From an optimization exercise on the open Yosys and OpenROAD flow, aimed at small area, a short achievable clock period and few clock cycles per item; shortcuts taken in it are not production practice. In this exercise RTL edits were held to simulation tests only and were not proved equivalent to the original. Power is estimated from default activity; no workload was simulated.

## design/flow/design.v

```verilog
package up_sampler_pkg;
    typedef enum logic {
        FILL   = 1'b0,
        REPLAY = 1'b1
    } state_t;
    localparam int unsigned DW_DEF = 8;
    function automatic integer cnt_w(input integer rng);
        cnt_w = $clog2(rng) + 1;
    endfunction
endpackage
module up_line_buf #(
    parameter int unsigned DEPTH = 400,
    parameter int unsigned DW    = 8,
    parameter int unsigned AW    = 9
) (
    input  logic          clk,
    input  logic          we,
    input  logic [AW-1:0] waddr,
    input  logic [DW-1:0] wdata,
    input  logic          re,
    input  logic [AW-1:0] raddr,
    output logic [DW-1:0] rdata
);
    logic [DW-1:0] mem [DEPTH];
    always_ff @(posedge clk) begin
        if (we) mem[waddr] <= wdata;
        if (re) rdata <= mem[raddr];
    end
endmodule
module up_sampler #(
    parameter int unsigned IN_W = 400,
    parameter int unsigned IN_H = 300,
    parameter int unsigned DW   = up_sampler_pkg::DW_DEF
) (
    input  logic          clk,
    input  logic          rst,
    output logic          rd_en,
    input  logic          din_valid,
    input  logic [DW-1:0] din,
    output logic          dout_valid,
    input  logic          dout_ready,
    output logic [DW-1:0] dout,
    output logic          sof,
    output logic          eol,
    output logic          frame_done
);
    localparam int unsigned BEATS = 2 * IN_W;
    localparam int unsigned ICW   = up_sampler_pkg::cnt_w(IN_W);
    localparam int unsigned OCW   = up_sampler_pkg::cnt_w(BEATS);
    localparam int unsigned LCW   = up_sampler_pkg::cnt_w(IN_H);
    localparam int unsigned AW    = (IN_W > 1) ? $clog2(IN_W) : 1;
    up_sampler_pkg::state_t         state_q, state_d;
    logic [ICW-1:0] in_col;
    logic [OCW-1:0] out_col;
    logic [OCW-1:0] rep_col;
    logic [LCW-1:0] line;
    logic           inflight;
    logic           hold_v;
    logic           hold_ph;
    logic           src_buf;
    logic [DW-1:0]  hold_px;
    logic [DW-1:0]  buf_q;
    logic           fd_q;
    logic accept_c, last_beat_c, load_c, rd_en_c, issue_c;
    assign accept_c    = hold_v & dout_ready;
    assign last_beat_c = accept_c & (out_col == OCW'(BEATS - 1));
    assign load_c      = (state_q == up_sampler_pkg::FILL) & inflight & din_valid;
    always_ff @(posedge clk) begin
        if (rst) state_q <= up_sampler_pkg::FILL;
        else     state_q <= state_d;
    end
    always_comb begin
        state_d = state_q;
        rd_en_c = 1'b0;
        issue_c = 1'b0;
        case (state_q)
            up_sampler_pkg::FILL: begin
                rd_en_c = !rst & (in_col < ICW'(IN_W)) & !inflight
                        & (!hold_v | (hold_ph & dout_ready));
                if (last_beat_c) state_d = up_sampler_pkg::REPLAY;
            end
            up_sampler_pkg::REPLAY: begin
                issue_c = (rep_col < OCW'(BEATS)) & (!hold_v | dout_ready);
                if (last_beat_c) state_d = up_sampler_pkg::FILL;
            end
            default: state_d = up_sampler_pkg::FILL;
        endcase
    end
    always_ff @(posedge clk) begin
        if (rst) begin
            in_col   <= '0;
            out_col  <= '0;
            rep_col  <= '0;
            line     <= '0;
            inflight <= 1'b0;
            hold_v   <= 1'b0;
            hold_ph  <= 1'b0;
            src_buf  <= 1'b0;
            hold_px  <= '0;
            fd_q     <= 1'b0;
        end else begin
            inflight <= rd_en_c;
            fd_q     <= 1'b0;
            if (load_c) begin
                hold_px <= din;
                hold_v  <= 1'b1;
                hold_ph <= 1'b0;
                src_buf <= 1'b0;
                in_col  <= in_col + ICW'(1);
            end else if (issue_c) begin
                hold_v  <= 1'b1;
                hold_ph <= rep_col[0];
                src_buf <= 1'b1;
                rep_col <= rep_col + OCW'(1);
            end else if (accept_c) begin
                if (state_q == up_sampler_pkg::FILL && !hold_ph) hold_ph <= 1'b1;
                else                             hold_v  <= 1'b0;
            end
            if (accept_c) out_col <= last_beat_c ? '0 : out_col + OCW'(1);
            if (last_beat_c && state_q == up_sampler_pkg::FILL) in_col <= '0;
            if (last_beat_c && state_q == up_sampler_pkg::REPLAY) begin
                rep_col <= '0;
                if (line == LCW'(IN_H - 1)) begin
                    line <= '0;
                    fd_q <= 1'b1;
                end else begin
                    line <= line + LCW'(1);
                end
            end
        end
    end
    up_line_buf #(
        .DEPTH(IN_W),
        .DW   (DW),
        .AW   (AW)
    ) u_line_buf (
        .clk  (clk),
        .we   (load_c),
        .waddr(AW'(in_col)),
        .wdata(din),
        .re   (issue_c),
        .raddr(AW'(rep_col[OCW-1:1])),
        .rdata(buf_q)
    );
    logic sof_q, eol_q;
    always_ff @(posedge clk) begin
        if (rst) begin
            sof_q <= 1'b0;
            eol_q <= 1'b0;
        end else if (load_c) begin
            sof_q <= (line == '0) && (out_col == '0);
            eol_q <= 1'b0;
        end else if (issue_c) begin
            sof_q <= 1'b0;
            eol_q <= (rep_col == OCW'(BEATS - 1));
        end else if (accept_c && state_q == up_sampler_pkg::FILL && !hold_ph) begin
            sof_q <= 1'b0;
            eol_q <= (out_col == OCW'(BEATS - 2));
        end
    end
    assign sof = sof_q;
    assign eol = eol_q;
    assign rd_en      = rd_en_c;
    assign dout_valid = hold_v;
    assign dout       = src_buf ? buf_q : hold_px;
    assign frame_done = fd_q;
endmodule
```

## design/flow/run.sh

```bash
#!/bin/bash
# synth_recipe.tcl (not shown) runs the flow's synth.tcl, then flattens the netlist and writes it again
# the make line also repeats each setting of config.mk as NAME=value (left out here)
make -C /OpenROAD-flow-scripts/flow DESIGN_CONFIG=/design/flow/config.mk WORK_HOME=/design/flow/orfs CLKGATE_MAP_FILE= SYNTH_SCRIPT=/design/flow/synth_recipe.tcl finish
```

## design/flow/config.mk

```make
export PLATFORM = sky130hd
export DESIGN_NAME = up_sampler
export DESIGN_NICKNAME = up_sampler
export VERILOG_FILES = /design/flow/design.v
export SDC_FILE = /design/flow/constraint.sdc
export NUM_CORES = 4
export LEC_CHECK = 0
export CAP_MARGIN = 20
export CORE_MARGIN = 2
export CORE_UTILIZATION = 40
export SLEW_MARGIN = 20
```

## design/flow/constraint.sdc

```tcl
create_clock -name core_clock -period 5.0 [get_ports {clk}]
set_input_delay 1.0000 -clock core_clock [delete_from_list [all_inputs] [get_ports {clk}]]
set_output_delay 1.0000 -clock core_clock [all_outputs]
set_load 0.01 [all_outputs]
```

==> reports/metrics.cfg <==
[detailed_routing]
antenna_left = 0
drtIter0Drc = 8076
drc_errors = 0
totalWireLength_um = 339000
first_pass_iters = 5
vias_per_cell = 5.85
num_vias = 63100
wl_per_cell_um = 31.4

[floorplanning]
fp-row-count = 207
coreArea_mm2 = 0.317
num_io_pins = 25
start_util_pct = 40.1
die_h_um = 568
die_w_um = 568
die_area_mm2 = 0.323

[sta]
clock_skew_ns = 0.0582
fin_ws_ns = 0.828
final.setup.tns_ns = 0
drv_slew = 0
worstMarginPinSlew_ns = 1.21
fmax_mhz = 240
rsz0062_at_grt = no
fin_crit_ns = 4.17
fin_crit_sh_pct = 83.4
relSlewSlack_pct = 19.7
hold_viol = 0
setup_viol = 0

[synth]
synth_top_cell_by_area = edfxtp_1
synthCells = 6017
yosysWarnings = 2
synth.distinct_cells = 71
ys_seq_area_share_pct = 76.6
synth.avg_cell_area_um2 = 21.2
synth_area_mm2 = 0.127
syn_nets = 6041
async_flop_share_pct = 0
synthTopCellsByArea = edfxtp_1 76%, mux4_2 14%, mux2i_1 2.2%, nor2_1 1.5%, dfxtp_1 0.91%
synth_edf_count = 3208
yosys_register_bits = 3266
synth_ff_type = edfxtp_1
synth_top_area_share_pct = 75.6

[clock_tree]
clkLatencyLatePin_ns = 0.89
ctsLongestPathBuffers = 4
cts-root-buf = clkbuf_16
post-cts-setup-buffers = 0
cts_tree = built
cts-htree-levels = 5
ctsResizeCount = 0
numCtsBuffers = 332
cts_hold_buffers = 0
cts_sinks = 3266
clk_pin_slew_ns = 0.06

[grt]
grt_use_total_pct = 20.7
grt.overflow.total = 0
grt_pass1_wl_um = 481000
grt_pass1_vias = 63000
grt_max_degree = 117
antenna_found_initial = 18

[power]
vdd_drop_max_uv = 258
p_leak_nw = 43.0
power_density_mw_per_mm2 = 383

[cells_and_area]
drive_gt1_share_pct = 25.5
fill_cells = 26100
finish.utilization_pct = 45.6
nets = 6358
area_delta_synth_final_pct = 13.7

[critical_path]
cp-start-kind = register
path_max_fanout = 63
arrival_ns = 4.81
crit_type = reg -> reg
end_kind = register
cp.required_ns = 5.64

[place]
place_hpwl_um = 207000
dp_worst_setup_slack_ns = 0.353
gp_congestion = 0.872
port_buffers = 24

[worst_hold_path]
hold_path_class = reg -> reg

[flow_run]
maxCapViolCount = 0

[outcome]
outcome = finished clean

[power by group]
part,internal [mW],switching (mW)
clock,14.3,10.4
sequential,30.0,0.00856
combinational,0.0905,0.567
total,44.5,11.0
[worst paths after layout]
path	startpoint	end	slack, ns	depth (start not counted)
worst max-delay path	rep_col[2]	u_line_buf.rdata[6]	0.83	8
worst min-delay path	hold_px[3]	hold_px[3]	0.45	2
worst max register to register	rep_col[2]	u_line_buf.rdata[6]	0.83	8
worst min register to register	hold_px[3]	hold_px[3]	0.45	2
[flip-flops by register name, indices dropped and copies added (netlist names)]
name and cells:
eol_q 1, rep_col 11, out_col 11, inflight 1, state_q 1, src_buf 1
u_line_buf.mem 3200, hold_px 8, hold_ph 1, hold_v 1, fd_q 1, line 10
sof_q 1, u_line_buf.rdata 8, in_col 10
[synthesized netlist by cell type (8+ instances only)]
cell / instances
a21oi_1: 63
and3_1: 12
inv_1: 12
a22oi_1: 50
a211oi_1: 34
mux2_2: 43
xor2_1: 20
xnor2_1: 11
nand3_1: 40
nand2b_1: 8
o221ai_1: 11
o22ai_1: 57
nor3_1: 19
clkbuf_1: 146
nand4_1: 13
o21ai_0: 50
ha_1: 12
o211ai_1: 14
nor2b_1: 38
mux4_2: 792
nand2_1: 150
edfxtp_1: 3208
a31oi_1: 12
a221oi_1: 18
o2111ai_1: 8
buf_2: 98
buf_6: 41
nor4_1: 12
dfxtp_1: 58
buf_1: 22
buf_4: 48
nor2_1: 499
mux2i_1: 282
[metrics by stage]
| stage | hold slack, ns | instances | total power [mW] | cell area, um^2 |
|---|---|---|---|---|
| after floorplan | 0.434 | 6017 | 30.7 | 127000 |
| after global routing | 0.479 | 10800 | 56.9 | 145000 |
| after CTS | 0.455 | 10800 | 55.9 | 145000 |
| after global placement | 0.441 | 10200 | 31.3 | 134000 |
| after detailed placement | 0.446 | 10200 | 31.3 | 134000 |
| final | 0.454 | 10800 | 55.5 | 145000 |
[cell type report]
cell class	instances	area, um^2	share of cell area, %
inverters	14	57.6	0.0397
clock buffers	408	8800	6.08
flip-flops and latches	3266	97500	67.3
repair buffers	345	3400	2.35
multi-input cells	2375	27900	19.2
well taps	4180	5230	3.61
diodes	1	2.50	0.00173
clock inverters	190	1950	1.35
[logic make-up after synthesis]
family,Yosys count,share of synthesized area (%)
compound gates,386,2.08
xor+xnor,31,0.213
fa+ha+maj,12,0.118
buf+inv,376,1.66
flops,3266,76.6
mux,1117,16.6
simple gates,829,2.77
[placed cells by master, fill, tap and decap left out, drive strengths merged, types with 54 or more instances in the layout]
| cell | n |
|---|---|
| nand2 | 150 |
| o21ai | 54 |
| clkbuf | 408 |
| dfxtp | 58 |
| mux2i | 282 |
| o22ai | 57 |
| clkinv | 132 |
| a21oi | 63 |
| nor2 | 499 |
| buf | 329 |
| mux4 | 792 |
| edfxtp | 3208 |
[metal layers]
metal / share of wire [%] / up-vias / GRT usage [%]
met2: 47 / 3061 / 32.3
met5: 0.023 / - / 0
met1: 41 / 33900 / 29.5
met4: 3.2 / 10 / 6.23
met3: 9.0 / 534 / 4.25
li1: - / 25600 / -
[worst max-delay path, cell delays in order (launching register included)]
cell and delay, ns:
dfxtp_4 0.70, buf_12 0.38, mux4_2 0.37, mux2i_1 0.40, o22ai_1 0.18, or4b_2 0.77
a21oi_1 0.54, o311ai_1 0.20, a32o_1 0.26
Testbench counts, summed over its fixed seeds: cycles 2,402,400, items 1,920,000.

[re-timing with driven ports]
How much do the figures lean on ideal ports? The routed layout below was timed once more, with nothing changed but the port constraints.
Step 1 assumes that a clkbuf_16 drives the clock port and a buf_2 every other input.
Step 2 adds t to the input delays and takes it off the output delays; t is the mean of the earliest and latest rising clock arrival at the registers after step 1. Input paths then give back, and output paths get back, about the clock's delay inside the block.
Three values: ideal ports, drivers, drivers and shift; two values: the first two.
t (ns): 0.961
setup slack, ns: 0.828 / 0.828 / 0.275
hold slack, ns: 0.454 / 0.454 / 0.454
worst setup path after step 2: input to register
worst register clock-pin slew, ns: 0.07 / 0.07
After both steps setup and hold are still met in this run. The setup slack of this run moves by 0.000 ns with the drivers and by -0.553 ns with both steps.
